This is an optimization exercise on Yosys and OpenROAD, whose aim is small area and a short achievable clock period, not a production implementation.
Function was checked by simulation only, so behaviour that the tests miss may differ from the original.
The clock cells of runs 1 and 3 to 6 come from the design's own scripts or RTL, not from TritonCTS.
The clock input has no modelled driver; a real chip could not lean on it and would need a root buffer or a full tree.
Power figures rest on the tool's default switching activity, not on a simulated workload.

## design.v

```verilog
package router_pkg;
    typedef logic [81-1:0] flit_t;
    typedef logic [3-1:0] coord_t;
    typedef enum logic [1:0] {
        ROUTE_XPOS  = 2'd0,
        ROUTE_YPOS  = 2'd1,
        ROUTE_EJECT = 2'd2
    } route_dir_e;
    typedef struct packed {
        route_dir_e dir;
        flit_t      flit;
    } routed_flit_t;
endpackage
`timescale 1ns/10ps
module flit_queue #(
    parameter int width      = 81,
    parameter int tag_w      = 1,
    parameter int depth      = 8,
    parameter bit free_write = 0
) (
    input  logic             clk,
    input  logic             rst,
    input  logic [width-1:0] wr_data,
    input  logic [tag_w-1:0] wr_tag,
    input  logic             wr_en,
    input  logic             wr_en_next,
    input  logic             rd_en,
    output logic [width-1:0] rd_data,
    output logic [tag_w-1:0] head_tag,
    output logic             not_empty_next,
    output logic [tag_w-1:0] head_tag_next,
    output logic             not_empty,
    output logic             full,
    output logic             almost_full
);
    logic [width-1:0] mem [depth];
    logic [tag_w-1:0] tag [depth];
    logic [depth-1:0] wr_oh;
    logic [depth-1:0] rd_oh;
    logic [depth-1:0] rd_oh_next;
    logic [depth:0]   occ;
    logic             do_wr;
    logic             do_rd;
    logic [depth-1:0] wr_oh_d;
    logic [depth:0]   occ_d;
    logic [depth-1:0] wsel;
    logic [tag_w-1:0] next_tag;
    assign do_wr = free_write ? (wr_en && !full) : wr_en;
    assign do_rd = rd_en && not_empty;
    assign not_empty   = !occ[0];
    assign full        = occ[depth];
    assign almost_full = occ[depth-1];
    assign rd_oh_next = {rd_oh[depth-2:0], rd_oh[depth-1]};
    always_comb begin
        next_tag = '0;
        for (int i = 0; i < depth; i++) begin
            next_tag = next_tag | (tag[i] & {tag_w{rd_oh_next[i]}});
        end
    end
    assign wr_oh_d = do_wr ? {wr_oh[depth-2:0], wr_oh[depth-1]} : wr_oh;
    always_comb begin
        if (do_rd) begin
            occ_d = do_wr ? occ : {1'b0, occ[depth:1]};
        end else begin
            occ_d = do_wr ? {occ[depth-1:0], 1'b0} : occ;
        end
    end
    always_ff @(posedge clk) begin
        if (rst) begin
            wr_oh <= depth'(1);
            rd_oh <= depth'(1);
            occ   <= (depth + 1)'(1);
            wsel  <= free_write ? depth'(1) : '0;
        end else begin
            wr_oh <= wr_oh_d;
            if (do_rd) begin
                rd_oh <= rd_oh_next;
            end
            occ   <= occ_d;
            wsel  <= wr_oh_d & {depth{free_write ? !occ_d[depth] : wr_en_next}};
        end
    end
    assign not_empty_next = !rst && !occ_d[0];
    always_comb begin
        if (do_wr && (occ[0] || (occ[1] && do_rd))) begin
            head_tag_next = wr_tag;
        end else if (do_rd) begin
            head_tag_next = next_tag;
        end else begin
            head_tag_next = head_tag;
        end
    end
    always_ff @(posedge clk) begin
        head_tag <= head_tag_next;
    end
    for (genvar i = 0; i < depth; i++) begin : g_slot
        always_ff @(posedge clk) begin
            if (wsel[i]) begin
                mem[i] <= wr_data;
                tag[i] <= wr_tag;
            end
        end
    end
    always_comb begin
        rd_data = '0;
        for (int i = 0; i < depth; i++) begin
            rd_data = rd_data | (mem[i] & {width{rd_oh[i]}});
        end
    end
endmodule
`timescale 1ns/10ps
module route_comp #(
    parameter router_pkg::coord_t cur_x = '0,
    parameter router_pkg::coord_t cur_y = '0
) (
    input  router_pkg::flit_t flit,
    output logic              is_eject,
    output logic              go_y
);
    router_pkg::coord_t dst_x;
    router_pkg::coord_t dst_y;
    assign dst_x = flit[72 +: 3];
    assign dst_y = flit[75 +: 3];
    assign is_eject = (dst_x == cur_x) && (dst_y == cur_y);
    assign go_y     = (dst_x == cur_x);
endmodule
`timescale 1ns/10ps
module input_port #(
    parameter router_pkg::coord_t cur_x = '0,
    parameter router_pkg::coord_t cur_y = '0
) (
    input  logic              clk,
    input  logic              rst,
    input  router_pkg::flit_t in_flit,
    input  logic              in_valid,
    output router_pkg::flit_t eject_flit,
    output logic              eject_valid,
    output router_pkg::flit_t sw_head,
    output logic              sw_head_y,
    output logic              sw_head_valid,
    output logic              sw_head_y_next,
    output logic              sw_head_valid_next,
    input  logic              sw_grant
);
    logic              in_is_eject;
    logic              in_go_y;
    router_pkg::flit_t in_head;
    logic              in_head_eject;
    logic              in_head_y;
    logic              in_not_empty;
    logic              rc_pop;
    router_pkg::flit_t rc_flit;
    logic              rc_dir_y;
    logic              rc_valid;
    logic              rc_valid_d;
    logic              sw_full;
    logic              sw_almost_full;
    route_comp #(
        .cur_x(cur_x),
        .cur_y(cur_y)
    ) rc (
        .flit     (in_flit),
        .is_eject (in_is_eject),
        .go_y     (in_go_y)
    );
    flit_queue #(
        .width      (81),
        .tag_w      (2),
        .depth      (8),
        .free_write (1'b1)
    ) in_queue (
        .clk         (clk),
        .rst         (rst),
        .wr_data     (in_flit),
        .wr_tag      ({in_is_eject, in_go_y}),
        .wr_en       (in_valid),
        .wr_en_next  (1'b0),
        .rd_en       (rc_pop),
        .rd_data     (in_head),
        .head_tag    ({in_head_eject, in_head_y}),
        .not_empty_next (),
        .head_tag_next  (),
        .not_empty   (in_not_empty),
        .full        (),
        .almost_full ()
    );
    assign rc_pop = in_not_empty && !(sw_full || (sw_almost_full && rc_valid));
    assign rc_valid_d = rc_pop && !in_head_eject;
    always_ff @(posedge clk) begin
        rc_flit  <= in_head;
        rc_dir_y <= in_head_y;
    end
    always_ff @(posedge clk) begin
        if (rst) begin
            rc_valid    <= 1'b0;
            eject_valid <= 1'b0;
        end else begin
            rc_valid    <= rc_valid_d;
            eject_valid <= rc_pop && in_head_eject;
        end
    end
    assign eject_flit = rc_flit;
    flit_queue #(
        .width      (81),
        .tag_w      (1),
        .depth      (8),
        .free_write (1'b0)
    ) sw_queue (
        .clk         (clk),
        .rst         (rst),
        .wr_data     (rc_flit),
        .wr_tag      (rc_dir_y),
        .wr_en       (rc_valid),
        .wr_en_next  (rc_valid_d),
        .rd_en       (sw_grant),
        .rd_data     (sw_head),
        .head_tag    (sw_head_y),
        .not_empty_next (sw_head_valid_next),
        .head_tag_next  (sw_head_y_next),
        .not_empty   (sw_head_valid),
        .full        (sw_full),
        .almost_full (sw_almost_full)
    );
endmodule
`timescale 1ns/10ps
module switch_alloc (
    input  logic              clk,
    input  logic              rst,
    input  router_pkg::flit_t xpos_head,
    input  router_pkg::flit_t ypos_head,
    input  logic              xpos_head_y,
    input  logic              ypos_head_y,
    input  logic              xpos_head_valid,
    input  logic              ypos_head_valid,
    input  logic              xpos_head_y_next,
    input  logic              ypos_head_y_next,
    input  logic              xpos_head_valid_next,
    input  logic              ypos_head_valid_next,
    output logic              xpos_grant,
    output logic              ypos_grant,
    input  router_pkg::flit_t inject_xpos,
    input  router_pkg::flit_t inject_ypos,
    input  logic              inject_xpos_valid,
    input  logic              inject_ypos_valid,
    output router_pkg::flit_t out_xpos,
    output router_pkg::flit_t out_ypos,
    output logic              out_xpos_valid,
    output logic              out_ypos_valid
);
    router_pkg::flit_t head_flit [2];
    router_pkg::flit_t inj_flit [2];
    logic [1:0]        inj_valid;
    logic [1:0]        req_q [2];
    logic [1:0]        req_d [2];
    logic [1:0]        gnt [2];
    logic [1:0]        pick1_q;
    logic [1:0]        pick1_d;
    logic [1:0]        pick1;
    logic [1:0]        rr_ptr;
    logic [1:0]        rr_d;
    router_pkg::flit_t out_flit_q [2];
    logic [1:0]        out_valid_q;
    assign head_flit[0] = xpos_head;
    assign head_flit[1] = ypos_head;
    assign inj_flit[0]  = inject_xpos;
    assign inj_flit[1]  = inject_ypos;
    assign inj_valid    = {inject_ypos_valid, inject_xpos_valid};
    always_comb begin
        for (int o = 0; o < 2; o++) begin
            pick1[o] = req_q[o][1] && (!req_q[o][0] || rr_ptr[o]);
            gnt[o]   = inj_valid[o] ? 2'b00 : {pick1[o], req_q[o][0] && !pick1[o]};
            rr_d[o] = (|gnt[o]) ? gnt[o][0] : rr_ptr[o];
        end
        req_d[0] = {ypos_head_valid_next && !ypos_head_y_next,
                    xpos_head_valid_next && !xpos_head_y_next};
        req_d[1] = {ypos_head_valid_next &&  ypos_head_y_next,
                    xpos_head_valid_next &&  xpos_head_y_next};
        for (int o = 0; o < 2; o++) begin
            pick1_d[o] = req_d[o][1] && (!req_d[o][0] || rr_d[o]);
        end
    end
    assign xpos_grant = gnt[0][0] | gnt[1][0];
    assign ypos_grant = gnt[0][1] | gnt[1][1];
    always_ff @(posedge clk) begin
        for (int o = 0; o < 2; o++) begin
            out_flit_q[o] <= inj_valid[o] ? inj_flit[o]
                           : (pick1_q[o] ? head_flit[1] : head_flit[0]);
        end
    end
    always_ff @(posedge clk) begin
        if (rst) begin
            out_valid_q <= 2'b00;
            rr_ptr      <= 2'b00;
            req_q[0]    <= 2'b00;
            req_q[1]    <= 2'b00;
            pick1_q     <= 2'b00;
        end else begin
            for (int o = 0; o < 2; o++) begin
                out_valid_q[o] <= inj_valid[o] | (|req_q[o]);
            end
            rr_ptr   <= rr_d;
            req_q[0] <= req_d[0];
            req_q[1] <= req_d[1];
            pick1_q  <= pick1_d;
        end
    end
    assign out_xpos       = out_flit_q[0];
    assign out_ypos       = out_flit_q[1];
    assign out_xpos_valid = out_valid_q[0];
    assign out_ypos_valid = out_valid_q[1];
endmodule
`timescale 1ns/10ps
module router #(
    parameter router_pkg::coord_t cur_x = '0,
    parameter router_pkg::coord_t cur_y = '0
) (
    input  logic              clk,
    input  logic              rst,
    input  router_pkg::flit_t in_xpos,
    input  logic              in_xpos_valid,
    input  router_pkg::flit_t in_ypos,
    input  logic              in_ypos_valid,
    input  router_pkg::flit_t inject_xpos,
    input  logic              inject_xpos_valid,
    input  router_pkg::flit_t inject_ypos,
    input  logic              inject_ypos_valid,
    output router_pkg::flit_t out_xpos,
    output logic              out_xpos_valid,
    output router_pkg::flit_t out_ypos,
    output logic              out_ypos_valid,
    output router_pkg::flit_t eject_xpos,
    output logic              eject_xpos_valid,
    output router_pkg::flit_t eject_ypos,
    output logic              eject_ypos_valid
);
    router_pkg::flit_t        xpos_head;
    router_pkg::flit_t        ypos_head;
    logic                     xpos_head_y;
    logic                     xpos_head_y_next;
    logic                     ypos_head_y_next;
    logic                     xpos_head_valid_next;
    logic                     ypos_head_valid_next;
    logic                     ypos_head_y;
    logic                     xpos_head_valid;
    logic                     ypos_head_valid;
    logic                     xpos_grant;
    logic                     ypos_grant;
    input_port #(
        .cur_x(cur_x),
        .cur_y(cur_y)
    ) xpos_in (
        .clk           (clk),
        .rst           (rst),
        .in_flit       (in_xpos),
        .in_valid      (in_xpos_valid),
        .eject_flit    (eject_xpos),
        .eject_valid   (eject_xpos_valid),
        .sw_head       (xpos_head),
        .sw_head_y     (xpos_head_y),
        .sw_head_y_next     (xpos_head_y_next),
        .sw_head_valid_next (xpos_head_valid_next),
        .sw_head_valid (xpos_head_valid),
        .sw_grant      (xpos_grant)
    );
    input_port #(
        .cur_x(cur_x),
        .cur_y(cur_y)
    ) ypos_in (
        .clk           (clk),
        .rst           (rst),
        .in_flit       (in_ypos),
        .in_valid      (in_ypos_valid),
        .eject_flit    (eject_ypos),
        .eject_valid   (eject_ypos_valid),
        .sw_head       (ypos_head),
        .sw_head_y     (ypos_head_y),
        .sw_head_y_next     (ypos_head_y_next),
        .sw_head_valid_next (ypos_head_valid_next),
        .sw_head_valid (ypos_head_valid),
        .sw_grant      (ypos_grant)
    );
    switch_alloc sa (
        .clk               (clk),
        .rst               (rst),
        .xpos_head         (xpos_head),
        .ypos_head         (ypos_head),
        .xpos_head_y       (xpos_head_y),
        .ypos_head_y       (ypos_head_y),
        .xpos_head_y_next     (xpos_head_y_next),
        .ypos_head_y_next     (ypos_head_y_next),
        .xpos_head_valid_next (xpos_head_valid_next),
        .ypos_head_valid_next (ypos_head_valid_next),
        .xpos_head_valid   (xpos_head_valid),
        .ypos_head_valid   (ypos_head_valid),
        .xpos_grant        (xpos_grant),
        .ypos_grant        (ypos_grant),
        .inject_xpos       (inject_xpos),
        .inject_ypos       (inject_ypos),
        .inject_xpos_valid (inject_xpos_valid),
        .inject_ypos_valid (inject_ypos_valid),
        .out_xpos          (out_xpos),
        .out_ypos          (out_ypos),
        .out_xpos_valid    (out_xpos_valid),
        .out_ypos_valid    (out_ypos_valid)
    );
endmodule
```

## flow/run.sh

```bash
#!/bin/bash
# Standard ORFS layout with a few changes to how it is made:
#  - port buffers are plain buffers rather than the resizer's default pick
#  - the clock tree is a two-level tree built by flow/cts_hook.tcl in place
#    of TritonCTS (four root buffers fed by the clock port, leaf buffers of
#    at most 28 flip-flops each)
#  - timing repair may resize a cell to a different footprint
# make's full output (every tool it runs) goes to flow_make.log here; ORFS
# also keeps each step's own log under orfs/logs.
set -euo pipefail
export BUFFER_PORTS_ARGS="-buffer_cell sky130_fd_sc_hd__buf_2"
export PRE_CTS_TCL="$PWD/flow/cts_hook.tcl"
bash standard.sh MATCH_CELL_FOOTPRINT=0 finish > flow_make.log 2>&1
```

## flow/cts_hook.tcl

```tcl
# Runs in place of TritonCTS inside ORFS's cts step (sourced as PRE_CTS_TCL):
# builds a two-level clock tree by hand, then does the rest of cts.tcl's work
# (legalize, timing repair, write the step's results) and ends the step.
source [file join [file dirname [info script]] manual_cts.tcl]
# cts.tcl only sets these after this hook
set_dont_use $::env(DONT_USE_CELLS)

mcts_build clk 28 4 sky130_fd_sc_hd__clkbuf_16 sky130_fd_sc_hd__clkbuf_16
set_propagated_clock [all_clocks]

estimate_parasitics -placement
set_placement_padding -global \
  -left $::env(CELL_PAD_IN_SITES_DETAIL_PLACEMENT) \
  -right $::env(CELL_PAD_IN_SITES_DETAIL_PLACEMENT)
detailed_placement
estimate_parasitics -placement
report_clock_latency
repair_timing_helper
detailed_placement
check_placement -verbose
report_metrics 4 "cts final"
orfs_write_db $::env(RESULTS_DIR)/4_1_cts.odb
orfs_write_sdc $::env(RESULTS_DIR)/4_cts.sdc
exit
```

## flow/manual_cts.tcl

```tcl
proc mcts_split {pts maxn} {
  # pts: list of {x y payload}; returns ceil(n / maxn) clusters (lists of
  # pts) of near equal size, by recursive bisection across the longer side
  set n [llength $pts]
  set k [expr {($n + $maxn - 1) / $maxn}]
  return [mcts_split_k $pts $k]
}

proc mcts_split_k {pts k} {
  if {$k <= 1} { return [list $pts] }
  set xs [lsort -integer [lmap p $pts {lindex $p 0}]]
  set ys [lsort -integer [lmap p $pts {lindex $p 1}]]
  set dx [expr {[lindex $xs end] - [lindex $xs 0]}]
  set dy [expr {[lindex $ys end] - [lindex $ys 0]}]
  set d [expr {$dx >= $dy ? 0 : 1}]
  set s [lsort -integer -index $d $pts]
  set k1 [expr {$k / 2}]
  set h [expr {([llength $s] * $k1) / $k}]
  return [concat [mcts_split_k [lrange $s 0 [expr {$h - 1}]] $k1] [mcts_split_k [lrange $s $h end] [expr {$k - $k1}]]]
}

proc mcts_split_n {pts n} {
  # split into n groups (n a power of two) by median bisection
  if {$n <= 1} { return [list $pts] }
  set xs [lsort -integer [lmap p $pts {lindex $p 0}]]
  set ys [lsort -integer [lmap p $pts {lindex $p 1}]]
  set dx [expr {[lindex $xs end] - [lindex $xs 0]}]
  set dy [expr {[lindex $ys end] - [lindex $ys 0]}]
  set k [expr {$dx >= $dy ? 0 : 1}]
  set s [lsort -integer -index $k $pts]
  set h [expr {[llength $s] / 2}]
  return [concat [mcts_split_n [lrange $s 0 [expr {$h - 1}]] [expr {$n / 2}]] [mcts_split_n [lrange $s $h end] [expr {$n / 2}]]]
}

proc mcts_centroid {pts} {
  set sx 0; set sy 0
  foreach p $pts { incr sx [lindex $p 0]; incr sy [lindex $p 1] }
  set n [llength $pts]
  return [list [expr {$sx / $n}] [expr {$sy / $n}]]
}

proc mcts_build {clk_port leaf_max nroots bufname {rootname ""}} {
  if {$rootname eq ""} { set rootname $bufname }
  set rmaster [[ord::get_db] findMaster $rootname]
  set block [ord::get_db_block]
  set master [[ord::get_db] findMaster $bufname]
  set clknet [$block findNet $clk_port]
  set sinks {}
  foreach it [$clknet getITerms] {
    set inst [$it getInst]
    set bb [$inst getBBox]
    set x [expr {([$bb xMin] + [$bb xMax]) / 2}]
    set y [expr {([$bb yMin] + [$bb yMax]) / 2}]
    lappend sinks [list $x $y $it]
  }
  puts "manual cts: [llength $sinks] sinks"
  set clusters [mcts_split $sinks $leaf_max]
  puts "manual cts: [llength $clusters] leaf clusters"
  set leaves {}
  set i 0
  foreach c $clusters {
    lassign [mcts_centroid $c] cx cy
    set inst [odb::dbInst_create $block $master "clkbuf_leaf_m_$i"]
    set net [odb::dbNet_create $block "clknet_leaf_m_$i"]
    $net setSigType CLOCK
    $inst setLocation [expr {$cx - [$master getWidth] / 2}] [expr {$cy - [$master getHeight] / 2}]
    $inst setPlacementStatus PLACED
    foreach p $c {
      set it [lindex $p 2]
      $it disconnect
      $it connect $net
    }
    [$inst findITerm X] connect $net
    lappend leaves [list $cx $cy [$inst findITerm A]]
    incr i
  }
  set groups [mcts_split_n $leaves $nroots]
  set j 0
  foreach g $groups {
    lassign [mcts_centroid $g] cx cy
    set inst [odb::dbInst_create $block $rmaster "clkbuf_root_m_$j"]
    set net [odb::dbNet_create $block "clknet_root_m_$j"]
    $net setSigType CLOCK
    $inst setLocation [expr {$cx - [$rmaster getWidth] / 2}] [expr {$cy - [$rmaster getHeight] / 2}]
    $inst setPlacementStatus PLACED
    foreach p $g { [lindex $p 2] connect $net }
    [$inst findITerm X] connect $net
    [$inst findITerm A] connect $clknet
    incr j
  }
  puts "manual cts: $j root buffers"
}
```

## standard.sh

```bash
#!/bin/bash
# synth_recipe.tcl (not shown) runs the flow's synth.tcl, then flattens the netlist and writes it again
# the make line also repeats each setting of config.mk as NAME=value (left out here)
make -C /OpenROAD-flow-scripts/flow DESIGN_CONFIG=/design/flow/config.mk WORK_HOME=/design/flow/orfs CLKGATE_MAP_FILE= SYNTH_SCRIPT=/design/flow/synth_recipe.tcl "${@:-finish}"
```

## config.mk

```make
export PLATFORM = sky130hd
export DESIGN_NAME = router
export DESIGN_NICKNAME = router
export VERILOG_FILES = /design/flow/design.v
export SDC_FILE = /design/flow/constraint.sdc
export NUM_CORES = 4
export LEC_CHECK = 0
export CAP_MARGIN = 20
export CORE_MARGIN = 2
export CORE_UTILIZATION = 65
export SETUP_SLACK_MARGIN = 2.7
export SLEW_MARGIN = 20
```

## constraint.sdc

```tcl
create_clock -name core_clock -period 4.5 [get_ports {clk}]
set_input_delay 0.9000 -clock core_clock [delete_from_list [all_inputs] [get_ports {clk}]]
set_output_delay 0.9000 -clock core_clock [all_outputs]
set_load 0.01 [all_outputs]
```

==> results of run 1 <==
[area by class of cell]
type | instances | area, µm²
diodes | 29 | 72.6
plain buffers | 116 | 2900
fillers | 9642 | 39900
inverters | 4 | 15.0
multi-input cells | 2682 | 17800
flip-flops and latches | 3118 | 90000
well taps | 2189 | 2740
repair buffers | 1236 | 11200
[placed cells by master, fill, tap and decap left out, types with 39 or more instances in the layout]
cell       synthesis  final
o21ai_0          332    275
nor2_1            47     39
edfxtp_1        2644   2644
buf_4              1    430
nand4_1          249    249
nand2_1          430    430
dfxtp_2            0     96
buf_6              1    319
a22oi_1         1345   1316
buf_2             10    361
clkbuf_16          0    127
a21oi_1           70     67
dfxtp_4            0    266
dfxtp_1          474    112
buf_12             0     82
[state kept, by name, indices dropped and copies added (netlist names), 16 cells and up]
| name | count |
|---|---|
| xpos_in.rc_flit | 81 |
| sa.out_flit_q | 162 |
| xpos_in.in_queue.mem | 648 |
| xpos_in.in_queue.tag | 16 |
| ypos_in.in_queue.mem | 648 |
| ypos_in.in_queue.tag | 16 |
| ypos_in.sw_queue.mem | 648 |
| ypos_in.rc_flit | 81 |
| xpos_in.sw_queue.mem | 648 |
[power breakdown]
part / switching, µW / internal (µW) / total, µW / leakage, µW
registers: 642 / 32400 / 33100 / 0.0282
logic: 2680 / 1500 / 4180 / 0.0106
clock network: 7910 / 4550 / 12500 / 0.00143
total: 11200 / 38500 / 49700 / 0.0402
[path summary, 6_finish.rpt]
kind,start,to,slack [ns]
worst max-delay path,sa.out_flit_q[1][29],out_ypos[29],2.29
worst min-delay path,xpos_in.in_queue.head_tag[0],xpos_in.rc_dir_y,0.36
worst max register to register,ypos_in.in_queue.rd_oh[4],ypos_in.rc_flit[30],2.62
worst min register to register,xpos_in.in_queue.head_tag[0],xpos_in.rc_dir_y,0.36
[repair_timing]
item,in CTS,in global routing
endpoints found under the hold margin,0,0
setup buffers,356,81
gates cloned,6,1
gates resized for setup,989,219
pin swaps,39,37
hold buffers,0,0
setup endpoints to repair,1069,574
[layer usage]
layer	vias up	routed length, µm	part of all wire	track usage
li1	26800	-	-	-
met1	33600	124000	0.35	0.584
met2	5237	154000	0.43	0.578
met3	649	53800	0.15	0.109
met4	64	21700	0.061	0.199
met5	-	404	0.0011	0
[metrics by stage]
| stage | power (µW) | instances | hold WS [ns] |
|---|---|---|---|
| 2_1_floorplan | 34600 | 6198 | 0.323 |
| 3_3_place_gp | 36600 | 8785 | 0.335 |
| 3_5_place_dp | 36700 | 8785 | 0.335 |
| 4_1_cts | 49300 | 9263 | 0.360 |
| 5_1_grt | 50700 | 9355 | 0.384 |
| 6_report | 49700 | 9374 | 0.358 |
[logic make-up after synthesis]
| logic type | synth area share |
|---|---|
| muxes | 0.00352 |
| AOI/OAI and AO/OA | 0.114 |
| and+or+nand+nor | 0.0424 |
| xor gates and xnor gates | 0.0000814 |
| buffers and inverters | 0.0141 |
| DFF | 0.826 |
==> summary.txt, run 1 <==
flops & latches, synth=3,118; critical path class=flip-flop to output pin; maxcap violations=0; CORE AREA=165,000 µm²; vias in the first global route=59,700; mapped cell area=108,000 µm²; dpl ws=1.51 ns; Lkg Pwr=0.0402 µW; Die ar.=169,000 µm²; dominant cell type by area after synthesis=edfxtp_1; Post-Route Utilization=0.758; Die Y=411 µm; IO Port Bufs=657; Clock Latency Late Sink=0.69 ns; min-delay worst type=flip-flop to flip-flop; Starting Density=0.654; cell family with most CP delay=flip-flops; Area contributors post-synth=edfxtp_1 (74%), a22oi_1 (9.4%), dfxtp_1 (8.8%); critical path depth=1; finished layout cell area=125,000 µm²; vias post-DR=66,400; Starting DRT DRC Count=11,700; detailed placement HPWL=204,000 µm; Crit path arrival time=1.31 ns; syn nets=6,528; Hold Path Stages=0; final worst-path cycle share=0.490; DP Area=114,000 µm²; row cnt=149; Slew Viols, Final=0; # DRC=0; top cells by count, synth=edfxtp_1 (2,644), a22oi_1 (1,345), dfxtp_1 (474); sequential fraction of the synthesis area=0.826; Syn Area/Cell=17.4 µm²; Most used DFF post-synth=edfxtp_1; Max Clock Freq=0.453 GHz; VDD IR-drop max=0.000494 V; GRT overflow=0; CP max stage cell=dfxtp_4; Setup TNS=0 ns; Max Clock Skew=0.0327 ns; Worst slew margin=0.310; Async SR Flop Fraction=0; RSZ-0062 raised after global routing=true; number of synthesized flops with an enable pin=2,644; outcome=timing/DRC/antenna clean; crit path launch type=flip-flop; largest net degree at the start of global routing=121; post-DR wirelength/cell=37.7 µm; DIE WIDTH=411 µm; area grow syn2layout=15.9%; Buf/Inv on CP=1; Max FO, Critical Path=1; most common cell in the synthesized netlist=edfxtp_1; setup violators final=0; critical-path cell list=buf_6; Mapped Cells=6,198; initial antenna violation count=94; share of layout cells above drive strength 1=0.260; Yosys warning count=14; Cell variety after synth=44; detail-routed via count per cell=7.09; RePlAce Congestion=0.966; Final Hold Viols=0; nets=7,488; Slowest Stage Delay on Critical Path=0.48 ns; First-pass DRT Iterations=8; PwrDens=399 nW/µm²; Overall Global Routing Usage=0.404; Req. time, crit path=3.60 ns; post-synth top area share=0.738; Worst Reg-to-Reg Cells=2; DRT Wirelength=353,000 µm; Routed Antenna Nets=0; Worst-Margin Slew=1.04 ns; Worst Slack Setup Final=2.29 ns; nature of the critical path endpoint=output pin; CTS clk-pin slew, worst paths=0.11 ns; global-route wire length before repair=472,000 µm; I/O pin cnt=658; Tmin final=2.21 ns
==> inputs of run 2 (changes only) <==
--- a/flow/cts_hook.tcl
+++ b/flow/cts_hook.tcl
@@ -2,8 +2,6 @@
 # builds a two-level clock tree by hand, then does the rest of cts.tcl's work
 # (legalize, timing repair, write the step's results) and ends the step.
 source [file join [file dirname [info script]] manual_cts.tcl]
-# cts.tcl only sets these after this hook
-set_dont_use $::env(DONT_USE_CELLS)
 
 mcts_build clk 28 4 sky130_fd_sc_hd__clkbuf_16 sky130_fd_sc_hd__clkbuf_16
 set_propagated_clock [all_clocks]
==> run 2 against run 1 <==
Compared with the run above: synthesized cell count unchanged; area after synthesis is the same; wire length up 0.34%; global-route usage is essentially flat; first-iteration DRC count grew 3.4%; the run now fails in 6_report; via count about the same.
==> summary.txt, run 2 <==
Synth Area in XOR/XNOR=0.0000814 (unchanged); dominant cell type by area after synthesis=edfxtp_1; sequential fraction of the synthesis area=0.826 (unchanged); Adder-Cell Fraction of Synth Area=0 (unchanged); Most used DFF post-synth=edfxtp_1; initial antenna violation count=96 (+2.1%); Cell variety after synth=44 (unchanged); IO Port Bufs=657 (unchanged); top cells by count, synth=edfxtp_1 (2,644), a22oi_1 (1,345), dfxtp_1 (474); global-route wire length before repair=472,000 µm (about the same); detailed placement HPWL=204,000 µm (unchanged); most common cell in the synthesized netlist=edfxtp_1; Syn Area/Cell=17.4 µm² (unchanged); Starting Density=0.654 (unchanged); largest net degree at the start of global routing=121 (unchanged); mux cell area share after synthesis=0.00352 (unchanged); Worst-path end type=top-level output; GRT overflow=0 (unchanged); vias in the first global route=59,500 (-0.40%); syn nets=6,528 (unchanged); Overall Global Routing Usage=0.404 (about the same); I/O pin cnt=658 (unchanged); post-synth top area share=0.738 (unchanged); vias post-DR=66,400 (+0.0060%); flops & latches, synth=3,118 (unchanged); Routed Antenna Nets=0 (unchanged); DRT Wirelength=354,000 µm (+0.34%); largest family of logic cells by synthesized area=compound AO/OA/AOI/OAI gates; outcome=stopped before the end; Mapped Cells=6,198 (unchanged); First-pass DRT Iterations=8 (unchanged); simple-gate share of the synthesized area=0.0424 (unchanged); mapped cell area=108,000 µm² (unchanged); worst setup endpoint GRT=out_ypos[29]; Yosys warning count=14 (unchanged); DIE WIDTH=411 µm (unchanged); hold_buf cts=0 (unchanged); Failed at=6_report; Async SR Flop Fraction=0 (unchanged); Area contributors post-synth=edfxtp_1 (74%), a22oi_1 (9.4%), dfxtp_1 (8.8%); Err=[ERROR PSM-0069] Check connectivity failed on VDD.; row cnt=149 (unchanged); RePlAce Congestion=0.966 (unchanged); DP Area=114,000 µm² (unchanged); Die Y=411 µm (unchanged); number of synthesized flops with an enable pin=2,644 (unchanged); Starting DRT DRC Count=12,100 (+3.4%); Synth Area in Compound Gates=0.114 (unchanged)
-- run 2: cell counts after synthesis --
Identical to the previous run, type by type.
-- run 2: cell families after synthesis --
family                    after synthesis
DFF                                  3118
AOI/OAI and AO/OA                    1762
and+or+nand+nor                       884
buffers and inverters                 398
muxes                                  35
xor gates and xnor gates                1
-- run 2: worst max path at each step --
stage / end / depth (start not counted) / startpoint
global placement: sa.req_q[1][1] / 7 / inject_xpos_valid
detailed placement: sa.req_q[1][1] / 7 / inject_xpos_valid
global route: out_ypos[29] / 1 / sa.out_flit_q[1][29]
CTS: eject_ypos[68] / 1 / ypos_in.rc_flit[68]
floorplan: sa.req_q[1][1] / 7 / inject_ypos_valid
-- run 2: routing by layer --
metal / part of all wire / vias to the layer above / global-route usage / routed length (µm)
met5: 0.00096 / - / 0 / 340
met1: 0.35 / 33600 / 0.587 / 125000
met3: 0.15 / 691 / 0.104 / 53100
met4: 0.062 / 56 / 0.200 / 21900
li1: - / 26800 / - / -
met2: 0.43 / 5299 / 0.579 / 154000
-- run 2: power groups by stage --
stage / Combinational (µW) / Sequential, µW / Clock, µW
after floorplan: 808 / 33800 / 0
after global placement: 2600 / 34000 / 0
after detailed placement: 2620 / 34100 / 0
after CTS: 3900 / 33100 / 12400
after global routing: 4280 / 33100 / 13300
-- run 2: metrics by stage --
step	util	total power [µW]	worst slack (ns)	std cells
global route	0.757	50700	2.30	9354
CTS	0.748	49300	2.36	9259
detailed placement	0.690	36700	1.51	8785
global placement	0.690	36600	1.57	8785
floorplan	-	34600	2.25	6198
-- run 2: repair_timing --
item | CTS | global route
buffers inserted | 352 | 79
endpoints found under the setup margin | 1069 | 566
gates cloned | 6 | 5
pin swaps | 39 | 38
resized for setup | 994 | 207
==> inputs of run 3 (changes only) <==
--- a/flow/cts_hook.tcl
+++ b/flow/cts_hook.tcl
@@ -2,6 +2,8 @@
 # builds a two-level clock tree by hand, then does the rest of cts.tcl's work
 # (legalize, timing repair, write the step's results) and ends the step.
 source [file join [file dirname [info script]] manual_cts.tcl]
+# cts.tcl only sets these after this hook
+set_dont_use $::env(DONT_USE_CELLS)
 
 mcts_build clk 28 4 sky130_fd_sc_hd__clkbuf_16 sky130_fd_sc_hd__clkbuf_16
 set_propagated_clock [all_clocks]
--- a/config.mk
+++ b/config.mk
@@ -7,6 +7,7 @@
 export LEC_CHECK = 0
 export CAP_MARGIN = 20
 export CORE_MARGIN = 2
-export CORE_UTILIZATION = 65
-export SETUP_SLACK_MARGIN = 2.7
+export CORE_UTILIZATION = 75
+export MAX_ROUTING_LAYER = met4
+export SETUP_SLACK_MARGIN = 2.4
 export SLEW_MARGIN = 20
==> run 3 against run 2 <==
Compared with the run above: the run now finishes clean; global-route usage grew 6.0 points; synthesized cell count is the same; via count is essentially flat; first-iteration DRC count grew 10%; area after synthesis is the same; wire length shrank 5.0%.
==> summary.txt, run 3 <==
DIE WIDTH=383 µm (-6.8%); detail-routed via count per cell=7.46; VDD IR-drop max=0.000573 V; post-DR wirelength/cell=37.8 µm; Most used DFF post-synth=edfxtp_1; Max Clock Skew=0.0429 ns; Crit path arrival time=1.37 ns; most common cell after layout, fill and taps aside=edfxtp_1; Area contributors post-synth=edfxtp_1 (74%), a22oi_1 (9.4%), dfxtp_1 (8.8%); Routed Antenna Nets=0 (unchanged); Async SR Flop Fraction=0 (unchanged); CORE AREA=142,000 µm²; Worst-Margin Slew=1.20 ns; # DRC=0; Max FO, Critical Path=1; Clock Latency Late Sink=0.69 ns; DRT Wirelength=337,000 µm (-5.0%); Tmin final=2.27 ns; final worst-path cycle share=0.505; most frequent cells in the layout=edfxtp_1 (2,644), a22oi_1 (1,345), buf_2 (511), nand2_1 (430), buf_4 (355); CP max stage cell=dfxtp_4; min-delay worst type=flip-flop to flip-flop; area grow syn2layout=11.6%; share of layout cells above drive strength 1=0.213; I/O pin cnt=658 (unchanged); Overall Global Routing Usage=0.465 (+0.0600); fillers=6,530; detailed placement HPWL=202,000 µm (-0.66%); outcome=timing/DRC/antenna clean; RePlAce Congestion=0.957 (-0.91%); Slowest Stage Delay on Critical Path=0.53 ns; Die ar.=147,000 µm²; post-synth top area share=0.738 (unchanged); First-pass DRT Iterations=9 (+1); Req. time, crit path=3.60 ns; Starting Density=0.758 (+0.104); dominant cell type by area after synthesis=edfxtp_1; IO Port Bufs=657 (unchanged); maxcap violations=0; Lkg Pwr=0.0382 µW; global-route wire length before repair=459,000 µm (-2.9%); Final Hold Viols=0; number of synthesized flops with an enable pin=2,644 (unchanged); Starting DRT DRC Count=13,400 (+10%); Max Clock Freq=0.440 GHz; crit path launch type=flip-flop; vias post-DR=66,400 (-0.030%); sequential fraction of the synthesis area=0.826 (unchanged); Mapped Cells=6,198 (unchanged); flops & latches, synth=3,118 (unchanged); cell family with most CP delay=flip-flops; Non-Filler Instances=8,907; most common cell in the synthesized netlist=edfxtp_1; nets=7,264; vias in the first global route=60,700 (+2.0%); RSZ-0062 raised after global routing=true; largest net degree at the start of global routing=124 (+2.5%); critical path class=flip-flop to output pin; Worst slew margin=0.202; setup violators final=0; placed instance count=8,479 (-3.5%); Buf/Inv on CP=1; PwrDens=410 nW/µm²; DP Area=113,000 µm² (-0.43%); critical-path cell list=buf_6; initial antenna violation count=111 (+16%); mapped cell area=108,000 µm² (unchanged); Die Y=383 µm (-6.8%); Yosys warning count=14 (unchanged); nature of the critical path endpoint=output pin; Post-Route Utilization=0.846; top cells by count, synth=edfxtp_1 (2,644), a22oi_1 (1,345), dfxtp_1 (474); GRT overflow=0 (unchanged); CTS clk-pin slew, worst paths=0.11 ns; Setup TNS=0 ns; Slew Viols, Final=0; row cnt=138 (-7.4%); Syn Area/Cell=17.4 µm² (unchanged); finished layout cell area=120,000 µm²; syn nets=6,528 (unchanged); Cell variety after synth=44 (unchanged)
run 3: cell counts after synthesis:
No cell type changed its count.
run 3: area by class of cell:
cell class	instances	area, µm²	share of cell area
multi-input cells	2682	17300	0.144
diodes	85	213	0.00177
inverters	4	15.0	0.000125
flip-flops and latches	3118	90000	0.749
well taps	1890	2360	0.0197
repair buffers	1012	7310	0.0609
plain buffers	116	2900	0.0242
run 3: cells by family after synthesis:
group,count (synthesis),share of synthesized area
flip-flops,3118,0.826
multiplexers,35,0.00352
AND/OR/NAND/NOR,884,0.0424
buffers and inverters,398,0.0141
XOR/XNOR,1,0.0000814
AO/OA/AOI/OAI,1762,0.114
run 3: per-stage QoR:
stage	total power [µW]	setup WS (ns)	hold slack, ns
after floorplan	34600	2.25	0.323
after global placement	36500	1.42	0.344
after detailed placement	36600	1.35	0.343
after CTS	48700	2.32	0.367
after global routing	50100	2.25	0.387
final	49200	2.23	0.367
run 3: path summary, 6_finish.rpt:
kind                                                    from              endpoint  slack, ns  depth (start not counted)
worst max-delay path                    sa.out_flit_q[1][24]          out_ypos[24]       2.23                          1
worst min-delay path            ypos_in.in_queue.head_tag[0]      ypos_in.rc_dir_y       0.37                          0
worst max register to register     ypos_in.sw_queue.rd_oh[5]  sa.out_flit_q[1][33]       2.28                          6
worst min register to register  ypos_in.in_queue.head_tag[0]      ypos_in.rc_dir_y       0.37                          0
run 3: what timing repair did:
| item | CTS | global route |
|---|---|---|
| gates resized for setup | 640 | 87 |
| setup endpoints to repair | 428 | 129 |
| buffers inserted | 204 | 22 |
| hold buffers | 0 | 0 |
| pin swaps | 8 | 3 |
run 3: where the power goes:
group          switching (µW)  leakage (µW)  total, µW  internal, µW
combinational            2520       0.00862       3700          1180
clock                    7770       0.00143      12300          4550
sequential                747        0.0282      33200         32400
run 3: per-layer routing:
| metal | GRT usage | up-vias | share of wire |
|---|---|---|---|
| met1 | 0.632 | 32500 | 0.31 |
| met5 | - | - | 0 |
| met3 | 0.136 | 960 | 0.17 |
| met2 | 0.638 | 6456 | 0.43 |
| li1 | - | 26500 | - |
| met4 | 0.265 | 0 | 0.080 |
==> inputs of run 4 (changes only) <==
--- a/design.v
+++ b/design.v
@@ -142,8 +142,6 @@
     output logic              sw_head_valid_next,
     input  logic              sw_grant
 );
-    logic              in_is_eject;
-    logic              in_go_y;
     router_pkg::flit_t in_head;
     logic              in_head_eject;
     logic              in_head_y;
@@ -155,35 +153,35 @@
     logic              rc_valid_d;
     logic              sw_full;
     logic              sw_almost_full;
-    route_comp #(
-        .cur_x(cur_x),
-        .cur_y(cur_y)
-    ) rc (
-        .flit     (in_flit),
-        .is_eject (in_is_eject),
-        .go_y     (in_go_y)
-    );
     flit_queue #(
         .width      (81),
-        .tag_w      (2),
+        .tag_w      (1),
         .depth      (8),
         .free_write (1'b1)
     ) in_queue (
         .clk         (clk),
         .rst         (rst),
         .wr_data     (in_flit),
-        .wr_tag      ({in_is_eject, in_go_y}),
+        .wr_tag      (1'b0),
         .wr_en       (in_valid),
         .wr_en_next  (1'b0),
         .rd_en       (rc_pop),
         .rd_data     (in_head),
-        .head_tag    ({in_head_eject, in_head_y}),
+        .head_tag    (),
         .not_empty_next (),
         .head_tag_next  (),
         .not_empty   (in_not_empty),
         .full        (),
         .almost_full ()
     );
+    route_comp #(
+        .cur_x(cur_x),
+        .cur_y(cur_y)
+    ) rc (
+        .flit     (in_head),
+        .is_eject (in_head_eject),
+        .go_y     (in_head_y)
+    );
     assign rc_pop = in_not_empty && !(sw_full || (sw_almost_full && rc_valid));
     assign rc_valid_d = rc_pop && !in_head_eject;
     always_ff @(posedge clk) begin
--- a/config.mk
+++ b/config.mk
@@ -7,7 +7,7 @@
 export LEC_CHECK = 0
 export CAP_MARGIN = 20
 export CORE_MARGIN = 2
-export CORE_UTILIZATION = 75
+export CORE_UTILIZATION = 65
 export MAX_ROUTING_LAYER = met4
-export SETUP_SLACK_MARGIN = 2.4
+export SETUP_SLACK_MARGIN = 2.5
 export SLEW_MARGIN = 20
==> run 4 against run 3 <==
Compared with the run above: wire length up 1.4%; register-to-register slack gained 0.12 ns; still clean on timing, DRC and antenna; sequential power is 1% lower; largest cell class unchanged; total power is 0.23% higher; flip-flop and latch count fell by 36; highest routed layer unchanged; area after synthesis decreased by 1.2%; worst setup slack improved by 0.050 ns; clock power about the same; critical path type unchanged; largest power group unchanged.
==> summary.txt, run 4 <==
Async SR Flop Fraction=0 (unchanged); initial antenna violation count=99 (-11%); vias in the first global route=58,400 (-3.8%); Buf/Inv on CP=1 (unchanged); Crit path arrival time=1.32 ns (-0.05 ns); most frequent cells in the layout=edfxtp_1 (2,608), a22oi_1 (1,329), nand2_1 (430), buf_2 (367), buf_4 (331); Tmin final=2.22 ns (-0.0504 ns); Req. time, crit path=3.60 ns (about the same); post-synth top area share=0.737 (-0.00118); Seq pwr share=0.666 (-0.008); Most used DFF post-synth=edfxtp_1; CTS clk-pin slew, worst paths=0.11 ns (about the same); largest net degree at the start of global routing=95 (-23%); GRT overflow=0 (unchanged); dpl ws=1.48 ns (+0.132 ns); final worst-path cycle share=0.494 (-0.0112); Final Hold Viols=0 (unchanged); VDD IR-drop max=0.000550 V (-4.0%); Net Sw Frac=0.227 (+0.00256); Slew Viols, Final=0 (unchanged); row cnt=148 (+7.2%); DRT Wirelength=341,000 µm (+1.4%); detailed placement HPWL=204,000 µm (+0.71%); syn nets=6,461 (-1.0%); Clock power frac=0.249 (about the same); most common cell in the synthesized netlist=edfxtp_1; DIE WIDTH=408 µm (+6.7%); share of layout cells above drive strength 1=0.236 (+0.0237); Die Y=408 µm (+6.7%); Starting Density=0.654 (-0.104); setup violators final=0 (unchanged); mapped cell area=106,000 µm² (-1.2%); outcome=timing/DRC/antenna clean; fillers=9,734 (+49%); RePlAce Congestion=1.01 (+5.5%); # DRC=0 (unchanged); vias post-DR=64,500 (-2.9%); number of synthesized flops with an enable pin=2,608 (-1.4%); RSZ-0062 raised after global routing=true; CORE AREA=163,000 µm² (+15%); critical path class=flip-flop to output pin; critical-path cell list=buf_6; I/O pin cnt=658 (unchanged); dominant cell type by area after synthesis=edfxtp_1; Comb power frac=0.085 (+0.010); area grow syn2layout=14.6%; Int Power=38,100 µW (-0.10%); Worst-Margin Slew=0.892 ns (-0.305 ns); Worst slew margin=0.405 (+0.203); most common cell after layout, fill and taps aside=edfxtp_1; crit path launch type=flip-flop; Lkg Pwr=0.0389 µW (+1.8%); Cell variety after synth=38 (-14%); cell family with most CP delay=flip-flops; min-delay worst type=input port to flip-flop; P_sw=11,200 µW (+1.4%); Starting DRT DRC Count=11,300 (-16%); IO Port Bufs=657 (unchanged); Die ar.=167,000 µm² (+14%); Slowest Stage Delay on Critical Path=0.48 ns (-0.05 ns); sequential fraction of the synthesis area=0.826 (about the same); maxcap violations=0 (unchanged); Max FO, Critical Path=1 (unchanged); Area contributors post-synth=edfxtp_1 (74%), a22oi_1 (9.4%), dfxtp_1 (8.9%); PwrDens=405 nW/µm² (-1.2%); Overall Global Routing Usage=0.407 (-0.0578); Syn Area/Cell=17.3 µm² (-0.12%); Setup TNS=0 ns (unchanged); flops & latches, synth=3,082 (-1.2%); global-route wire length before repair=460,000 µm (+0.25%); CP max stage cell=dfxtp_4; top cells by count, synth=edfxtp_1 (2,608), a22oi_1 (1,329), dfxtp_1 (474); Mapped Cells=6,131 (-1.1%); Routed Antenna Nets=0 (unchanged); Max Clock Skew=0.0581 ns (+0.0151 ns); Max Clock Freq=0.450 GHz (+2.3%); First-pass DRT Iterations=8 (-1); detail-routed via count per cell=7.01 (-6.0%); Clock Latency Late Sink=0.69 ns (about the same); post-DR wirelength/cell=37.1 µm (-1.9%); Yosys warning count=14 (unchanged); nature of the critical path endpoint=output pin; Worst Slack Setup Final=2.28 ns (+0.0504 ns); nets=7,279 (+0.21%)
-- run 4: power groups by stage --
stage          Sequential (µW)  Clock (µW)  Combinational [µW]
2_1_floorplan            33400           0                 832
3_3_place_gp             33700           0                2700
3_5_place_dp             33800           0                2720
4_1_cts                  32800       12200                3930
5_1_grt                  32900       13100                4330
6_report                 32800       12300                4180
-- run 4: timing repair --
action / in CTS / in global routing
resized for setup: 1066 / 110
cloned: 0 / 4
setup buffers: 257 / 38
pin swaps: 18 / 14
hold buffers: 0 / 0
endpoints found under the setup margin: 815 / 505
-- run 4: per-stage QoR --
step | cells | power [µW] | hold WS [ns] | utilization | cell area, µm²
5_1_grt | 9189 | 50300 | 0.417 | 0.749 | 122000
4_1_cts | 9080 | 49000 | 0.392 | 0.742 | 121000
3_5_place_dp | 8708 | 36500 | 0.460 | 0.690 | 112000
6_report | 9200 | 49300 | 0.406 | 0.749 | 122000
3_3_place_gp | 8708 | 36400 | 0.451 | 0.690 | 112000
2_1_floorplan | 6131 | 34300 | 0.440 | - | 106000
-- run 4: layer usage --
metal | track usage | vias to the layer above | share of wire | wire, µm
li1 | - | 26300 | - | -
met1 | 0.572 | 32400 | 0.36 | 121000
met2 | 0.564 | 5108 | 0.44 | 149000
met3 | 0.113 | 572 | 0.15 | 52100
met4 | 0.176 | 0 | 0.056 | 19000
met5 | - | - | 0 | 0
-- run 4: logic make-up (layout without fill, tap and decap cells) --
kind of cell	after synthesis	in the layout	share of synthesized area
AOI/OAI and AO/OA	1750	1750	0.114
buffers and inverters	393	1209	0.0142
and+or+nand+nor	874	874	0.0423
xor gates and xnor gates	1	1	0.0000824
muxes	31	31	0.00303
DFF	3082	3082	0.826
other	0	78	0
-- run 4: layout make-up --
type                    count  area (µm²)  share of cell area
inverters                   4        15.0            0.000123
diodes                     78         195             0.00160
flip-flops and latches   3082       89000               0.730
plain buffers             115        2880              0.0236
repair buffers           1090        9740              0.0799
multi-input cells        2656       17300               0.142
well taps                2175        2720              0.0223
-- run 4: final timing paths --
| path | from | to | slack [ns] | cells past startpoint |
|---|---|---|---|---|
| hold / removal | inject_xpos[25] | sa.out_flit_q[0][25] | 0.41 | 3 |
| setup / recovery | sa.out_flit_q[0][33] | out_xpos[33] | 2.28 | 1 |
| hold reg to reg | ypos_in.in_queue.mem[5][60] | ypos_in.rc_flit[60] | 0.45 | 2 |
| setup reg to reg | ypos_in.sw_queue.rd_oh[3] | sa.out_flit_q[0][79] | 2.40 | 6 |
==> inputs of run 5 (changes only) <==
--- a/design.v
+++ b/design.v
@@ -142,6 +142,8 @@
     output logic              sw_head_valid_next,
     input  logic              sw_grant
 );
+    logic              in_is_eject;
+    logic              in_go_y;
     router_pkg::flit_t in_head;
     logic              in_head_eject;
     logic              in_head_y;
@@ -153,35 +155,35 @@
     logic              rc_valid_d;
     logic              sw_full;
     logic              sw_almost_full;
+    route_comp #(
+        .cur_x(cur_x),
+        .cur_y(cur_y)
+    ) rc (
+        .flit     (in_flit),
+        .is_eject (in_is_eject),
+        .go_y     (in_go_y)
+    );
     flit_queue #(
         .width      (81),
-        .tag_w      (1),
+        .tag_w      (2),
         .depth      (8),
         .free_write (1'b1)
     ) in_queue (
         .clk         (clk),
         .rst         (rst),
         .wr_data     (in_flit),
-        .wr_tag      (1'b0),
+        .wr_tag      ({in_is_eject, in_go_y}),
         .wr_en       (in_valid),
         .wr_en_next  (1'b0),
         .rd_en       (rc_pop),
         .rd_data     (in_head),
-        .head_tag    (),
+        .head_tag    ({in_head_eject, in_head_y}),
         .not_empty_next (),
         .head_tag_next  (),
         .not_empty   (in_not_empty),
         .full        (),
         .almost_full ()
     );
-    route_comp #(
-        .cur_x(cur_x),
-        .cur_y(cur_y)
-    ) rc (
-        .flit     (in_head),
-        .is_eject (in_head_eject),
-        .go_y     (in_head_y)
-    );
     assign rc_pop = in_not_empty && !(sw_full || (sw_almost_full && rc_valid));
     assign rc_valid_d = rc_pop && !in_head_eject;
     always_ff @(posedge clk) begin
--- a/flow/run.sh
+++ b/flow/run.sh
@@ -4,10 +4,13 @@
 #  - the clock tree is a two-level tree built by flow/cts_hook.tcl in place
 #    of TritonCTS (four root buffers fed by the clock port, leaf buffers of
 #    at most 28 flip-flops each)
+#  - flip-flops that drive output ports are moved next to their port
+#    buffers after global placement (flow/place_hook.tcl)
 #  - timing repair may resize a cell to a different footprint
 # make's full output (every tool it runs) goes to flow_make.log here; ORFS
 # also keeps each step's own log under orfs/logs.
 set -euo pipefail
 export BUFFER_PORTS_ARGS="-buffer_cell sky130_fd_sc_hd__buf_2"
+export POST_GLOBAL_PLACE_TCL="$PWD/flow/place_hook.tcl"
 export PRE_CTS_TCL="$PWD/flow/cts_hook.tcl"
 bash standard.sh MATCH_CELL_FOOTPRINT=0 finish > flow_make.log 2>&1
==> flow/place_hook.tcl (new file) <==
# Sourced as POST_GLOBAL_PLACE_TCL: moves each flip-flop that drives an
# output port's buffer onto that buffer, next to its pin, so the register to
# output path has a short wire; detailed placement legalizes it afterwards.
set block [ord::get_db_block]
set moved 0
foreach bt [$block getBTerms] {
  if {[$bt getIoType] ne "OUTPUT"} { continue }
  set net [$bt getNet]
  if {$net eq "NULL"} { continue }
  set buf ""
  foreach it [$net getITerms] { if {[$it isOutputSignal]} { set buf [$it getInst] } }
  if {$buf eq ""} { continue }
  set a [$buf findITerm A]
  if {$a eq "NULL" || $a eq ""} { continue }
  set n2 [$a getNet]
  if {$n2 eq "NULL"} { continue }
  set ff ""
  foreach it [$n2 getITerms] { if {[$it isOutputSignal]} { set ff [$it getInst] } }
  if {$ff eq ""} { continue }
  if {![string match "*__df*" [[$ff getMaster] getName]]} { continue }
  set loc [$buf getLocation]
  $ff setLocation [lindex $loc 0] [lindex $loc 1]
  incr moved
}
puts "place_hook: moved $moved output flip-flops next to their port buffers"
--- a/config.mk
+++ b/config.mk
@@ -9,5 +9,5 @@
 export CORE_MARGIN = 2
 export CORE_UTILIZATION = 65
 export MAX_ROUTING_LAYER = met4
-export SETUP_SLACK_MARGIN = 2.5
+export SETUP_SLACK_MARGIN = 2.4
 export SLEW_MARGIN = 20
==> run 5 against run 4 <==
Compared with the run above: highest routed layer unchanged; combinational power is 5.5% lower; critical endpoint is now ypos_in.rc_flit[23]; sequential share of layout area is 1.1 points higher; via count is 1.7% higher; clock power hardly changed; sequential power hardly changed; die area is 1.2% higher; still clean; area after synthesis is 1.2% higher; global-route usage is 0.55 points higher; design area is 0.67% lower; first-iteration DRC count is 1.3% higher; core utilization is 1.4 points lower.
==> summary.txt, run 5 <==
Cell variety after synth=44 (+16%); most common cell after layout, fill and taps aside=edfxtp_1; Tmin final=2.23 ns (+0.00866 ns); met2 wire len=151,000 µm (+1.4%); Req. time, crit path=4.75 ns (+1.15 ns); Routed Antenna Nets=0 (unchanged); syn nets=6,528 (+1.0%); Setup TNS=0 ns (unchanged); nature of the critical path endpoint=flip-flop; post-DR wirelength/cell=37.2 µm (+0.34%); uppermost routed layer=met4; row cnt=149 (+0.68%); outcome=timing/DRC/antenna clean; Most used DFF post-synth=edfxtp_1; flops & latches, synth=3,118 (+1.2%); post-synth top area share=0.738 (+0.00118); Max Clock Freq=0.448 GHz (-0.39%); VDD IR-drop max=0.000458 V (-17%); CP max stage cell=nand4_1; CTS clk-pin slew, worst paths=0.11 ns (about the same); First-pass DRT Iterations=12 (+4); min-delay worst type=input port to flip-flop; share of layout cells above drive strength 1=0.216 (-0.0206); Worst slew margin=0.187 (-0.218); setup violators final=0 (unchanged); Max FO, Critical Path=19 (+18); Async SR Flop Fraction=0 (unchanged); Mapped Cells=6,198 (+1.1%); # DRC=0 (unchanged); DIE WIDTH=411 µm (+0.60%); Die ar.=169,000 µm² (+1.2%); Hold Path Stages=3 (unchanged); DRT Wirelength=346,000 µm (+1.4%); final worst-path cycle share=0.496 (+0.00192); wl on met1=124,000 µm (+2.4%); Lkg Pwr=0.0386 µW (-0.67%); top cells by count, synth=edfxtp_1 (2,644), a22oi_1 (1,345), dfxtp_1 (474); Yosys warning count=14 (unchanged); met3 wire length=49,200 µm (-5.5%); most frequent cells in the layout=edfxtp_1 (2,644), a22oi_1 (1,345), buf_2 (586), nand2_1 (430), buf_4 (368); PwrDens=407 nW/µm² (+0.64%); area grow syn2layout=12.5%; Die Y=411 µm (+0.60%); GRT overflow=0 (unchanged); nets=7,346 (+0.92%); vias in the first global route=58,800 (+0.75%); CORE AREA=165,000 µm² (+1.2%); Slowest Stage Delay on Critical Path=0.76 ns (+0.28 ns); RSZ-0062 raised after global routing=true; Worst-Margin Slew=1.22 ns (+0.328 ns); critical path class=flip-flop to flip-flop; Final Hold Viols=0 (unchanged); critical path depth=3 (+2); detail-routed via count per cell=7.05 (+0.59%); Starting DRT DRC Count=11,400 (+1.3%); vias post-DR=65,500 (+1.7%); critical-path cell list=buf_4, a22oi_1, nand4_1; largest net degree at the start of global routing=109 (+15%); detailed placement HPWL=212,000 µm (+4.1%); IO Port Bufs=657 (unchanged); sequential fraction of the synthesis area=0.826 (about the same); Crit path arrival time=2.48 ns (+1.16 ns); Syn Area/Cell=17.4 µm² (+0.12%); global-route wire length before repair=467,000 µm (+1.6%); most common cell in the synthesized netlist=edfxtp_1; dominant cell type by area after synthesis=edfxtp_1; Overall Global Routing Usage=0.412 (+0.00552); initial antenna violation count=121 (+22%); I/O pin cnt=658 (unchanged); maxcap violations=0 (unchanged); Buf/Inv on CP=1 (unchanged); Area contributors post-synth=edfxtp_1 (74%), a22oi_1 (9.4%), dfxtp_1 (8.8%); hold_buf cts=0 (unchanged); number of synthesized flops with an enable pin=2,644 (+1.4%); cell family with most CP delay=simple AND/OR/NAND/NOR gates; Slew Viols, Final=0 (unchanged); crit path launch type=flip-flop; Worst Slack Setup Final=2.27 ns (-0.00866 ns); mapped cell area=108,000 µm² (+1.2%); dpl ws=1.23 ns (-0.249 ns); Clock Latency Late Sink=0.69 ns (about the same); Max Clock Skew=0.0354 ns (-0.0226 ns); Starting Density=0.654 (about the same); Worst Reg-to-Reg Cells=3 (-3)
==> run 5: cell types whose count changed after synthesis, sizes merged, moves of 5 or more <==
cell    previous run  this run
a22oi           1330      1346
and2              15         1
buf               98        62
clkbuf           291       332
edfxtp          2608      2644
nor2b             28        23
nor4               0        16
==> run 5: final timing paths <==
check	slack, ns	startpoint	endpoint
worst max-delay path	2.27	ypos_in.in_queue.rd_oh[0]	ypos_in.rc_flit[23]
worst min register to register	0.46	xpos_in.in_queue.head_tag[0]	xpos_in.rc_dir_y
worst min-delay path	0.40	inject_ypos[32]	sa.out_flit_q[1][32]
worst max register to register	2.27	ypos_in.in_queue.rd_oh[0]	ypos_in.rc_flit[23]
==> run 5: report_power, final <==
| part | leakage, µW | switching, µW | total [µW] | internal (µW) |
|---|---|---|---|---|
| sequential | 0.0281 | 486 | 32900 | 32400 |
| combinational | 0.00907 | 2800 | 3950 | 1150 |
| clock | 0.00143 | 7890 | 12400 | 4550 |
==> run 5: tightest hold or removal path: stages <==
cell     delay (ns)
buf_2          0.08
nand2_1        0.04
o21ai_0        0.05
==> run 5: layout make-up <==
type / instances / area (µm²)
flip-flops and latches: 3118 / 89800
plain buffers: 116 / 2900
multi-input cells: 2682 / 17400
well taps: 2189 / 2740
diodes: 95 / 238
repair buffers: 1094 / 7950
inverters: 4 / 15.0
fillers: 9935 / 43600
==> run 5: per-layer routing <==
layer,GRT usage,vias up
li1,-,26600
met5,-,-
met3,0.0897,604
met2,0.575,5008
met4,0.201,0
met1,0.585,33300
==> run 5: kinds of logic after synthesis <==
family,count (synthesis),synth area share
AO/OA/AOI/OAI,1762,0.114
XOR/XNOR,1,0.0000814
buffers and inverters,398,0.0141
flip-flops,3118,0.826
multiplexers,35,0.00352
AND/OR/NAND/NOR,884,0.0424
==> run 5: metrics by stage <==
stage                util  cell area (µm²)  total power (µW)  hold slack [ns]  cells
finish              0.735           121000             49300            0.405   9298
global route        0.735           121000             50300            0.427   9290
CTS                 0.730           120000             49000            0.396   9168
detailed placement  0.690           114000             36800            0.425   8792
global placement    0.690           114000             36600            0.426   8789
floorplan               -           108000             34600            0.323   6198
==> run 5: timing repair <==
item | CTS | global route
gates resized for setup | 573 | 57
pin swaps | 22 | 10
setup endpoints to repair | 413 | 76
buffers inserted | 260 | 35
==> inputs of run 6 (changes only) <==
--- a/design.v
+++ b/design.v
@@ -142,8 +142,6 @@
     output logic              sw_head_valid_next,
     input  logic              sw_grant
 );
-    logic              in_is_eject;
-    logic              in_go_y;
     router_pkg::flit_t in_head;
     logic              in_head_eject;
     logic              in_head_y;
@@ -155,35 +153,35 @@
     logic              rc_valid_d;
     logic              sw_full;
     logic              sw_almost_full;
-    route_comp #(
-        .cur_x(cur_x),
-        .cur_y(cur_y)
-    ) rc (
-        .flit     (in_flit),
-        .is_eject (in_is_eject),
-        .go_y     (in_go_y)
-    );
     flit_queue #(
         .width      (81),
-        .tag_w      (2),
+        .tag_w      (1),
         .depth      (8),
         .free_write (1'b1)
     ) in_queue (
         .clk         (clk),
         .rst         (rst),
         .wr_data     (in_flit),
-        .wr_tag      ({in_is_eject, in_go_y}),
+        .wr_tag      (1'b0),
         .wr_en       (in_valid),
         .wr_en_next  (1'b0),
         .rd_en       (rc_pop),
         .rd_data     (in_head),
-        .head_tag    ({in_head_eject, in_head_y}),
+        .head_tag    (),
         .not_empty_next (),
         .head_tag_next  (),
         .not_empty   (in_not_empty),
         .full        (),
         .almost_full ()
     );
+    route_comp #(
+        .cur_x(cur_x),
+        .cur_y(cur_y)
+    ) rc (
+        .flit     (in_head),
+        .is_eject (in_head_eject),
+        .go_y     (in_head_y)
+    );
     assign rc_pop = in_not_empty && !(sw_full || (sw_almost_full && rc_valid));
     assign rc_valid_d = rc_pop && !in_head_eject;
     always_ff @(posedge clk) begin
==> flow/run.sh (replaced) <==
#!/bin/bash
# Standard ORFS layout with a few changes to how it is made:
#  - port buffers are plain buffers rather than the resizer's default pick
#  - the clock tree is a three-level tree built by flow/cts_hook.tcl in
#    place of TritonCTS (four root buffers fed by the clock port, sixteen
#    mid buffers, leaf buffers of at most 26 flip-flops each)
#  - timing repair may resize a cell to a different footprint
# make's full output (every tool it runs) goes to flow_make.log here; ORFS
# also keeps each step's own log under orfs/logs.
set -euo pipefail
export BUFFER_PORTS_ARGS="-buffer_cell sky130_fd_sc_hd__buf_2"
export PRE_CTS_TCL="$PWD/flow/cts_hook.tcl"
bash standard.sh MATCH_CELL_FOOTPRINT=0 finish > flow_make.log 2>&1
--- a/flow/cts_hook.tcl
+++ b/flow/cts_hook.tcl
@@ -1,11 +1,11 @@
 # Runs in place of TritonCTS inside ORFS's cts step (sourced as PRE_CTS_TCL):
-# builds a two-level clock tree by hand, then does the rest of cts.tcl's work
+# builds a three-level clock tree by hand, then does the rest of cts.tcl's work
 # (legalize, timing repair, write the step's results) and ends the step.
 source [file join [file dirname [info script]] manual_cts.tcl]
 # cts.tcl only sets these after this hook
 set_dont_use $::env(DONT_USE_CELLS)
 
-mcts_build clk 28 4 sky130_fd_sc_hd__clkbuf_16 sky130_fd_sc_hd__clkbuf_16
+mcts_build3 clk 26 16 4 sky130_fd_sc_hd__clkbuf_16 sky130_fd_sc_hd__buf_12 sky130_fd_sc_hd__buf_16
 set_propagated_clock [all_clocks]
 
 estimate_parasitics -placement
--- a/flow/manual_cts.tcl
+++ b/flow/manual_cts.tcl
@@ -90,3 +90,55 @@
   }
   puts "manual cts: $j root buffers"
 }
+
+proc mcts_build3 {clk_port leaf_max nmid nroots leafname midname rootname} {
+  # three levels: roots fed by the clock port, mid buffers, leaf buffers
+  set block [ord::get_db_block]
+  set db [ord::get_db]
+  set lm [$db findMaster $leafname]
+  set mm [$db findMaster $midname]
+  set rm [$db findMaster $rootname]
+  set clknet [$block findNet $clk_port]
+  set sinks {}
+  foreach it [$clknet getITerms] {
+    set inst [$it getInst]
+    set bb [$inst getBBox]
+    lappend sinks [list [expr {([$bb xMin] + [$bb xMax]) / 2}] [expr {([$bb yMin] + [$bb yMax]) / 2}] $it]
+  }
+  set level {}
+  set i 0
+  foreach c [mcts_split $sinks $leaf_max] {
+    lappend level [mcts_place_driver $block $lm "clkbuf_leaf_m_$i" "clknet_leaf_m_$i" $c]
+    incr i
+  }
+  set mids {}
+  set i 0
+  foreach g [mcts_split_n $level $nmid] {
+    lappend mids [mcts_place_driver $block $mm "clkbuf_mid_m_$i" "clknet_mid_m_$i" $g]
+    incr i
+  }
+  set i 0
+  foreach g [mcts_split_n $mids $nroots] {
+    set d [mcts_place_driver $block $rm "clkbuf_root_m_$i" "clknet_root_m_$i" $g]
+    [lindex $d 2] connect $clknet
+    incr i
+  }
+  puts "manual cts: [llength $level] leaves, [llength $mids] mids, $i roots"
+}
+
+proc mcts_place_driver {block master iname nname pts} {
+  # a buffer at the centroid of pts driving their pins; returns its input
+  lassign [mcts_centroid $pts] cx cy
+  set inst [odb::dbInst_create $block $master $iname]
+  set net [odb::dbNet_create $block $nname]
+  $net setSigType CLOCK
+  $inst setLocation [expr {$cx - [$master getWidth] / 2}] [expr {$cy - [$master getHeight] / 2}]
+  $inst setPlacementStatus PLACED
+  foreach p $pts {
+    set it [lindex $p 2]
+    if {[$it getNet] ne "NULL"} { $it disconnect }
+    $it connect $net
+  }
+  [$inst findITerm X] connect $net
+  return [list $cx $cy [$inst findITerm A]]
+}
--- a/config.mk
+++ b/config.mk
@@ -9,5 +9,5 @@
 export CORE_MARGIN = 2
 export CORE_UTILIZATION = 65
 export MAX_ROUTING_LAYER = met4
-export SETUP_SLACK_MARGIN = 2.4
+export SETUP_SLACK_MARGIN = 2.6
 export SLEW_MARGIN = 20
removed: flow/place_hook.tcl
==> run 6 against run 5 <==
Compared with the run above: still clean on timing, DRC and antenna; core utilization grew 2.2 points; sequential power is essentially flat; first-iteration DRC count grew 3.3%; design area grew 1.7%; critical path depth is the same; highest routed layer unchanged; die area shrank 1.2%.
==> summary.txt, run 6 <==
outcome=timing/DRC/antenna clean; maxcap violations=0 (unchanged); fillers=9,567 (-3.7%); Cell variety after synth=38 (-14%); most common cell in the synthesized netlist=edfxtp_1; Syn Area/Cell=17.3 µm² (-0.12%); min-delay worst type=flip-flop to flip-flop; syn nets=6,461 (-1.0%); IO Port Bufs=657 (unchanged); sequential fraction of the synthesis area=0.826 (about the same); number of synthesized flops with an enable pin=2,608 (-1.4%); post-DR wirelength/cell=37.6 µm (+1.1%); Clock Latency Late Sink=0.57 ns (-0.12 ns); Die ar.=167,000 µm² (-1.2%); # DRC=0 (unchanged); Starting Density=0.654 (about the same); Max FO, Critical Path=63 (+44); initial antenna violation count=70 (-42%); flops & latches, synth=3,082 (-1.2%); critical path class=flip-flop to flip-flop; detailed placement HPWL=205,000 µm (-3.3%); Async SR Flop Fraction=0 (unchanged); Setup TNS=0 ns (unchanged); vias in the first global route=59,100 (+0.45%); Clock power frac=0.269 (+0.017); Crit path arrival time=2.25 ns (-0.23 ns); Final Hold Viols=0 (unchanged); Routed Antenna Nets=0 (unchanged); Comb power frac=0.084 (+0.004); final worst-path cycle share=0.465 (-0.0314); Final Hold Slack=0.470 ns (+0.0653 ns); flop-to-flop setup slack=2.41 ns (+0.14 ns); I/O pin cnt=658 (unchanged); PwrDens=413 nW/µm² (+1.3%); DIE WIDTH=408 µm (-0.60%); Area contributors post-synth=edfxtp_1 (74%), a22oi_1 (9.4%), dfxtp_1 (8.9%); nature of the critical path endpoint=flip-flop; most common cell after layout, fill and taps aside=edfxtp_1; mapped cell area=106,000 µm² (-1.2%); Mapped Cells=6,131 (-1.1%); global-route wire length before repair=472,000 µm (+1.1%); Worst-Margin Slew=1.05 ns (-0.166 ns); Max Clock Freq=0.478 GHz (+6.7%); detail-routed via count per cell=7.06 (+0.20%); post-synth top area share=0.737 (-0.00118); area grow syn2layout=15.8%; placed instance count=8,704 (-1.0%); Non-Filler Instances=9,268 (-0.32%); Starting DRT DRC Count=11,800 (+3.3%); P_sw=11,600 µW (+3.7%); Tot Pwr=50,800 µW (+3.0%); Tmin final=2.09 ns (-0.141 ns); Req. time, crit path=4.66 ns (-0.09 ns); Yosys warning count=14 (unchanged); hold_buf cts=0 (unchanged); Slew Viols, Final=0 (unchanged); Most used DFF post-synth=edfxtp_1; vias post-DR=65,400 (-0.12%); crit path launch=xpos_in.in_queue.rd_oh[2]; GRT overflow=0 (unchanged); row cnt=148 (-0.67%); VDD IR-drop max=0.000479 V (+4.6%); First-pass DRT Iterations=6 (-6); Int Power=39,200 µW (+2.8%); Hold Startpoint=ypos_in.in_queue.wr_oh[3]; dominant cell type by area after synthesis=edfxtp_1; share of layout cells above drive strength 1=0.250 (+0.0342); CORE AREA=163,000 µm² (-1.2%); reg2reg start=xpos_in.in_queue.rd_oh[2]; Max Clock Skew=0.0434 ns (+0.00800 ns); top cells by count, synth=edfxtp_1 (2,608), a22oi_1 (1,329), dfxtp_1 (474)
## run 6: worst paths after layout
check                              end  cells past startpoint
max reg2reg         xpos_in.rc_flit[0]                      3
max                 xpos_in.rc_flit[0]                      3
min reg2reg  ypos_in.in_queue.wr_oh[4]                      2
min          ypos_in.in_queue.wr_oh[4]                      2
## run 6: kinds of logic (layout without fill, tap and decap cells)
kind of cell | after synthesis | after routing | synth area share
AO/OA/AOI/OAI | 1750 | 1750 | 0.114
XOR/XNOR | 1 | 1 | 0.0000824
buffers and inverters | 393 | 1293 | 0.0142
flip-flops | 3082 | 3082 | 0.826
multiplexers | 31 | 31 | 0.00303
other | 0 | 62 | 0
AND/OR/NAND/NOR | 874 | 874 | 0.0423
## run 6: critical path, cell delays in order (launching register included)
cell and delay [ns]:
dfxtp_4 0.47, buf_12 0.28, a22oi_1 0.23, nand4_1 0.67
## run 6: routing by layer
metal,share of wire,up-vias,GRT usage
met5,0,-,-
met4,0.057,0,0.182
met3,0.15,606,0.102
met2,0.44,5269,0.586
met1,0.35,33100,0.596
li1,-,26500,-
## run 6: final cells by class
type,count,area (µm²),area share
multi-input cells,2656,17400,0.142
repair buffers,1150,10300,0.0841
inverters,4,15.0,0.000122
well taps,2175,2720,0.0221
flip-flops and latches,3082,89000,0.723
diodes,62,155,0.00126
plain buffers,139,3410,0.0277
## run 6: repair_timing
item	CTS	global route
gates resized for setup	1105	138
cloned	6	2
setup endpoints to repair	970	443
pin swaps	31	35
setup buffers	301	54
## run 6: power groups by stage
stage / Combinational [µW] / Clock [µW] / Sequential, µW
global route: 4400 / 14500 / 32900
CTS: 4010 / 13600 / 32800
floorplan: 834 / 0 / 33400
global placement: 2690 / 0 / 33700
finish: 4270 / 13700 / 32900
detailed placement: 2710 / 0 / 33800
## run 6: metrics by stage
| step | setup slack, ns | utilization |
|---|---|---|
| finish | 2.41 | 0.757 |
| global route | 2.42 | 0.757 |
| CTS | 2.43 | 0.750 |
| detailed placement | 1.43 | 0.690 |
| global placement | 1.46 | 0.690 |
| floorplan | 2.23 | - |
